Context: an optimization exercise on an open-source flow, tuned for small area, a short achievable clock period and few clock cycles per item. The choices shown serve that exercise and are no tape-out recipe.
Function was checked by simulation only, so behaviour that the tests miss may differ from the original.
Power and IR drop assume default switching activity.

==> flow/design.v <==
`timescale 1ns / 1ps
package cpc_pkg;
  localparam int BYTE_W    = 8;
  localparam int WORD_W    = 32;
  localparam int RESP_W    = 3;
  localparam int ACT_W     = 4;
  localparam int CFG_IDX_W = 8;
  localparam logic [7:0] DEVICE_ID_RESET = 8'h00;
  localparam logic [7:0] CRC_POLY_RESET  = 8'h89;
  localparam logic [1:0] HDR_OK        = 2'd0;
  localparam logic [1:0] HDR_CLASS_ERR = 2'd1;
  localparam logic [1:0] HDR_CODE_ERR  = 2'd2;
  localparam logic [1:0] HDR_LEN_ERR   = 2'd3;
endpackage
`timescale 1ns / 1ps
module cpc_decode (
  input  logic [7:0] cmd_class_i,
  input  logic [7:0] cmd_code_i,
  input  logic [7:0] len_high_i,
  input  logic [7:0] len_low_i,
  output logic [1:0] err_o,    
  output logic [3:0] act_o     
);
  logic       class_ok, code_ok;
  logic [7:0] need_high, need_low;
  logic [3:0] act;
  always_comb begin
    class_ok  = 1'b1;
    code_ok   = 1'b1;
    need_high = 8'h00;
    need_low  = 8'h00;
    act       = 4'd0;
    case (cmd_class_i)
      8'h01: begin
        need_low = 8'h04;
        case (cmd_code_i)
          8'h0A:   act = 4'd1;
          8'h0B:   act = 4'd2;
          8'h0C:   act = 4'd3;
          default: code_ok = 1'b0;
        endcase
      end
      8'h02: begin
        case (cmd_code_i)
          8'h0A:   act = 4'd4;
          8'h0B:   act = 4'd5;
          default: code_ok = 1'b0;
        endcase
      end
      8'h03: begin
        case (cmd_code_i)
          8'h0A:   begin act = 4'd6;  need_high = 8'h0C; end
          8'h0B:   begin act = 4'd7;  need_high = 8'h0C; end
          8'h0C:   begin act = 4'd8;  need_high = 8'h04; end
          8'h0D:   begin act = 4'd9;  need_high = 8'h0C; end
          8'h0E:   begin act = 4'd10; need_high = 8'h28; end
          default: code_ok = 1'b0;
        endcase
      end
      default: class_ok = 1'b0;
    endcase
    err_o = cpc_pkg::HDR_OK;
    act_o = act;
    if (!class_ok) begin
      err_o = cpc_pkg::HDR_CLASS_ERR;
      act_o = 4'd0;
    end else if (!code_ok) begin
      err_o = cpc_pkg::HDR_CODE_ERR;
      act_o = 4'd0;
    end else if (len_high_i != need_high || len_low_i != need_low) begin
      err_o = cpc_pkg::HDR_LEN_ERR;
      act_o = 4'd0;
    end
  end
endmodule
`timescale 1ns / 1ps
module cpc_crc_table (
  input  logic         clk,
  input  logic [7:0]   poly_i,
  output logic [127:0] tbl_o     
);
  function automatic logic [7:0] xstep(input logic [7:0] r, input logic [7:0] p);
    xstep = {r[6:0], 1'b0} ^ (r[7] ? p : 8'h00);
  endfunction
  logic [63:8] ev_r;    
  logic [63:0] od;      
  logic [63:0] od_r;
  logic [7:0]  p_r;
  always_ff @(posedge clk) begin
    p_r  <= poly_i;
    od_r <= od;
  end
  assign od[7:0] = xstep(poly_i, poly_i);
  for (genvar k = 1; k < 8; k++) begin : g_ent
    assign od[k*8 +: 8] = xstep(ev_r[k*8 +: 8], poly_i);
    always_ff @(posedge clk) ev_r[k*8 +: 8] <= xstep(od[(k-1)*8 +: 8], poly_i);
  end
  assign tbl_o[7:0] = p_r;
  for (genvar k = 1; k < 8; k++) begin : g_out
    assign tbl_o[k*16 +: 8] = ev_r[k*8 +: 8];
  end
  for (genvar k = 0; k < 8; k++) begin : g_out_od
    assign tbl_o[k*16+8 +: 8] = od_r[k*8 +: 8];
  end
endmodule
`timescale 1ns / 1ps
module cpc_crc_fold (
  input  logic [127:0] tbl_i,
  input  logic [7:0]   a_i,
  input  logic [7:0]   b_i,
  output logic [7:0]   crc_o
);
  always_comb begin
    crc_o = 8'h00;
    for (int i = 0; i < 8; i++) begin
      crc_o = crc_o ^ (tbl_i[(i+8)*8 +: 8] & {8{a_i[i]}}) ^ (tbl_i[i*8 +: 8] & {8{b_i[i]}});
    end
  end
endmodule
`timescale 1ns / 1ps
module command_packet_checker_top (
  input  logic                             clk,
  input  logic                             rst_n,
  input  logic                             in_valid,
  output logic                             in_ready,
  input  logic [7:0]                       in_cmd_class,
  input  logic [7:0]                       in_cmd_code,
  input  logic [7:0]                       in_len_high,
  input  logic [7:0]                       in_len_low,
  input  logic [cpc_pkg::WORD_W-1:0]       in_data_word,
  input  logic [7:0]                       in_rx_crc,
  output logic                             out_valid,
  input  logic                             out_ready,
  output logic [cpc_pkg::RESP_W-1:0]       out_response_code,
  output logic [cpc_pkg::ACT_W-1:0]        out_action,
  output logic [cpc_pkg::WORD_W-1:0]       out_payload_word,
  input  logic                             cfg_valid,
  output logic                             cfg_ready,
  input  logic [cpc_pkg::CFG_IDX_W-1:0]    cfg_index,
  input  logic [7:0]                       cfg_data
);
  localparam logic [4:0] SEQ_LAST = 5'd22;
  logic [7:0]  poly_r, dev_r;
  logic        busy_r;
  logic [4:0]  cnt_r;
  logic [7:0]  f_r, ea_r, eb_r, ec_r;
  logic        a_v_r;
  logic [31:0] w_r;      
  logic [7:0]  u_r;      
  logic [7:0]  e_r;      
  logic [3:0]  act_r;
  logic [1:0]  err_r;
  logic        out_v_r;
  logic [31:0] c_w_r;
  logic [3:0]  c_act_r;
  logic [1:0]  c_err_r;
  logic        c_ok_r, c_pay_r;
  logic [127:0] tbl;
  logic        cfg_acc, cfg_hit, in_acc, adv;
  assign cfg_ready = 1'b1;
  assign cfg_acc   = cfg_valid;
  assign cfg_hit   = cfg_acc && (cfg_index == 8'd0 || cfg_index == 8'd1);
  assign adv       = !out_v_r || out_ready;
  assign in_ready  = !busy_r && adv;
  assign in_acc    = in_valid && in_ready;
  cpc_crc_table u_table (
    .clk    (clk),
    .poly_i (poly_r),
    .tbl_o  (tbl)
  );
  logic        sel1;
  logic [31:0] x;
  logic [7:0]  u_in, e_in, e_hdr;
  logic [3:0]  act_in;
  logic [1:0]  err_in;
  assign sel1 = !in_cmd_class[1];    
  assign x    = sel1 ? in_data_word
                     : {6'b000000, 1'b1, in_cmd_class[0], 4'b0000, 1'b1, in_cmd_code[2:0],
                        2'b00, in_len_high[5], 1'b0, in_len_high[3:2], 2'b00, 8'h00};
  cpc_crc_fold u_f0 (.tbl_i(tbl), .a_i(x[31:24]), .b_i(x[23:16]), .crc_o(u_in));
  always_comb begin
    if (!sel1)              e_hdr = f_r;
    else if (in_cmd_code[2]) e_hdr = ec_r;
    else if (in_cmd_code[0]) e_hdr = eb_r;
    else                     e_hdr = ea_r;
  end
  assign e_in = in_rx_crc ^ e_hdr;
  cpc_decode u_decode (
    .cmd_class_i (in_cmd_class),
    .cmd_code_i  (in_cmd_code),
    .len_high_i  (in_len_high),
    .len_low_i   (in_len_low),
    .err_o       (err_in),
    .act_o       (act_in)
  );
  logic [7:0] t3;
  logic       crc_ok;
  cpc_crc_fold u_f1 (.tbl_i(tbl), .a_i(u_r ^ w_r[15:8]), .b_i(w_r[7:0]), .crc_o(t3));
  assign crc_ok = (t3 == e_r);
  always_comb begin
    case (c_err_r)
      cpc_pkg::HDR_CLASS_ERR: out_response_code = 3'd3;
      cpc_pkg::HDR_CODE_ERR:  out_response_code = 3'd4;
      cpc_pkg::HDR_LEN_ERR:   out_response_code = 3'd2;
      default:                out_response_code = c_ok_r ? 3'd0 : 3'd1;
    endcase
  end
  assign out_action       = c_ok_r ? c_act_r : 4'd0;
  assign out_payload_word = c_pay_r ? c_w_r : 32'd0;
  assign out_valid        = out_v_r;
  logic [15:0] seq_bytes;
  logic        u_clr;
  always_comb begin
    case (cnt_r)
      5'd7:    seq_bytes = {8'h00, dev_r};
      5'd8:    seq_bytes = {8'h01, 8'h0A};
      5'd9,
      5'd13,
      5'd17:   seq_bytes = {8'h00, 8'h04};
      5'd12:   seq_bytes = {f_r ^ 8'h01, 8'h0B};
      5'd16:   seq_bytes = {f_r ^ 8'h01, 8'h0C};
      5'd20:   seq_bytes = {f_r, 8'h00};
      default: seq_bytes = 16'h0000;
    endcase
  end
  assign u_clr = (cnt_r < 5'd8) || cnt_r == 5'd12 || cnt_r == 5'd16 || cnt_r == 5'd20;
  always_ff @(posedge clk) begin
    if (!rst_n) begin
      poly_r  <= cpc_pkg::CRC_POLY_RESET;
      dev_r   <= cpc_pkg::DEVICE_ID_RESET;
      busy_r  <= 1'b1;
      cnt_r   <= 5'd0;
      a_v_r   <= 1'b0;
      out_v_r <= 1'b0;
    end else begin
      if (cfg_acc && cfg_index == 8'd0) dev_r  <= cfg_data;
      if (cfg_acc && cfg_index == 8'd1) poly_r <= cfg_data;
      if (cfg_hit) begin
        busy_r <= 1'b1;
        cnt_r  <= 5'd0;
      end else if (busy_r) begin
        cnt_r <= cnt_r + 5'd1;
        if (cnt_r == SEQ_LAST) busy_r <= 1'b0;
      end
      if (adv) begin
        a_v_r   <= in_acc;
        out_v_r <= a_v_r;
      end
    end
  end
  always_ff @(posedge clk) begin
    if (busy_r) begin
      w_r[15:0] <= seq_bytes;
      u_r       <= u_clr ? 8'h00 : t3;
      if (cnt_r == 5'd8 || cnt_r == 5'd22) f_r <= t3;
      if (cnt_r == 5'd12) ea_r <= t3;
      if (cnt_r == 5'd16) eb_r <= t3;
      if (cnt_r == 5'd20) ec_r <= t3;
    end else if (adv) begin
      w_r   <= {in_data_word[31:16], x[15:0]};
      u_r   <= u_in;
      e_r   <= e_in;
      act_r <= act_in;
      err_r <= err_in;
    end
    if (adv) begin
      c_w_r   <= w_r;
      c_act_r <= act_r;
      c_err_r <= err_r;
      c_ok_r  <= crc_ok;
      c_pay_r <= crc_ok && (act_r == 4'd1 || act_r == 4'd2 || act_r == 4'd3);
    end
  end
endmodule
Settings: LEC_CHECK=0, CAP_MARGIN=20, CORE_MARGIN=2, CORE_UTILIZATION=40, SETUP_SLACK_MARGIN=2.4, SLEW_MARGIN=20; clock period 5.2 ns.
standard.sh (not shown) runs the stock make flow with config.mk's settings and CLKGATE_MAP_FILE= SYNTH_SCRIPT=/design/flow/synth_recipe.tcl, a recipe that flattens the netlist after the stock synthesis.
==> flow/flow/run.sh <==
#!/bin/bash
# standard layout, with the port buffers made of the smallest plain buffer
set -o pipefail
export BUFFER_PORTS_ARGS="-buffer_cell sky130_fd_sc_hd__buf_1"
bash standard.sh > standard.log 2>&1
Testbench counts at the start, summed over its fixed seeds: cycles 15,048, items 14,400.
Then changed:
CTS_CLUSTER_DIAMETER = 60   (was default)
CTS_CLUSTER_SIZE = 30   (was default)
Die area does not change. Power went down by 8.2%. Critical path depth stays the same. Final area went down by 1.6%. Worst setup slack got worse by 0.012 ns.
Then changed:
SETUP_SLACK_MARGIN = 2.6   (was 2.4)
Result:
- combinational power stays flat
- final area rises by 0.93%
- routed wire length falls by 1.1%
- count of clock-buffer cells in the layout falls by 1
- cell count is about the same
Then changed:
CORE_UTILIZATION = 70   (was 40)
SETUP_SLACK_MARGIN = 2.4   (was 2.6)
Effect: Worst hold slack gains 0.0057 ns. Via count climbs by 5.8%. Non-clock buffer count climbs by 5. Cell area drops by 3.4%. Die area drops by 42%.
Then changed:
CORE_UTILIZATION = 55   (was 70)
Effect: Global-route usage decreases by 6.1 points; clock power is higher by 16%; final cell count increases by about 5%; die area is higher by about 26%; wire length rose by 1.2%; non-clock buffer count grows by 15.

-- port drivers added, routing unchanged --
How much do the figures lean on ideal ports? The routed layouts below were timed once more, with nothing changed but the port constraints.
Step 1 sets driving cells, clkbuf_16 on the clock port and buf_2 on the other inputs (assumed; they add their load-dependent delay and slew).
Step 2 times the ports against the registers' clock, not the clock port: input delays grow and output delays shrink by t, the midpoint of the rising clock arrivals with the driver on.
Three values: ideal, step 1, step 2; two values: the first two.
run | t (ns) | setup WS [ns] | worst register clock-pin slew, ns | pins driven straight from the clock port
the first run | 0.605 | 2.353 / 2.378 / 1.773 | 0.06 / 0.06 | 1
the second run | 0.591 | 2.341 / 2.367 / 1.777 | 0.09 / 0.09 | 1
the third run | 0.589 | 2.336 / 2.369 / 1.780 | 0.09 / 0.09 | 1
the fourth run | 0.564 | 2.285 / 2.285 / 1.751 | 0.11 / 0.11 | 1
the fifth run | 0.580 | 2.339 / 2.369 / 1.789 | 0.09 / 0.09 | 1
After both steps every run listed still meets setup and hold. The setup slack of the first run, which loses most, moves by +0.025 ns with the drivers and by -0.580 ns with both steps.
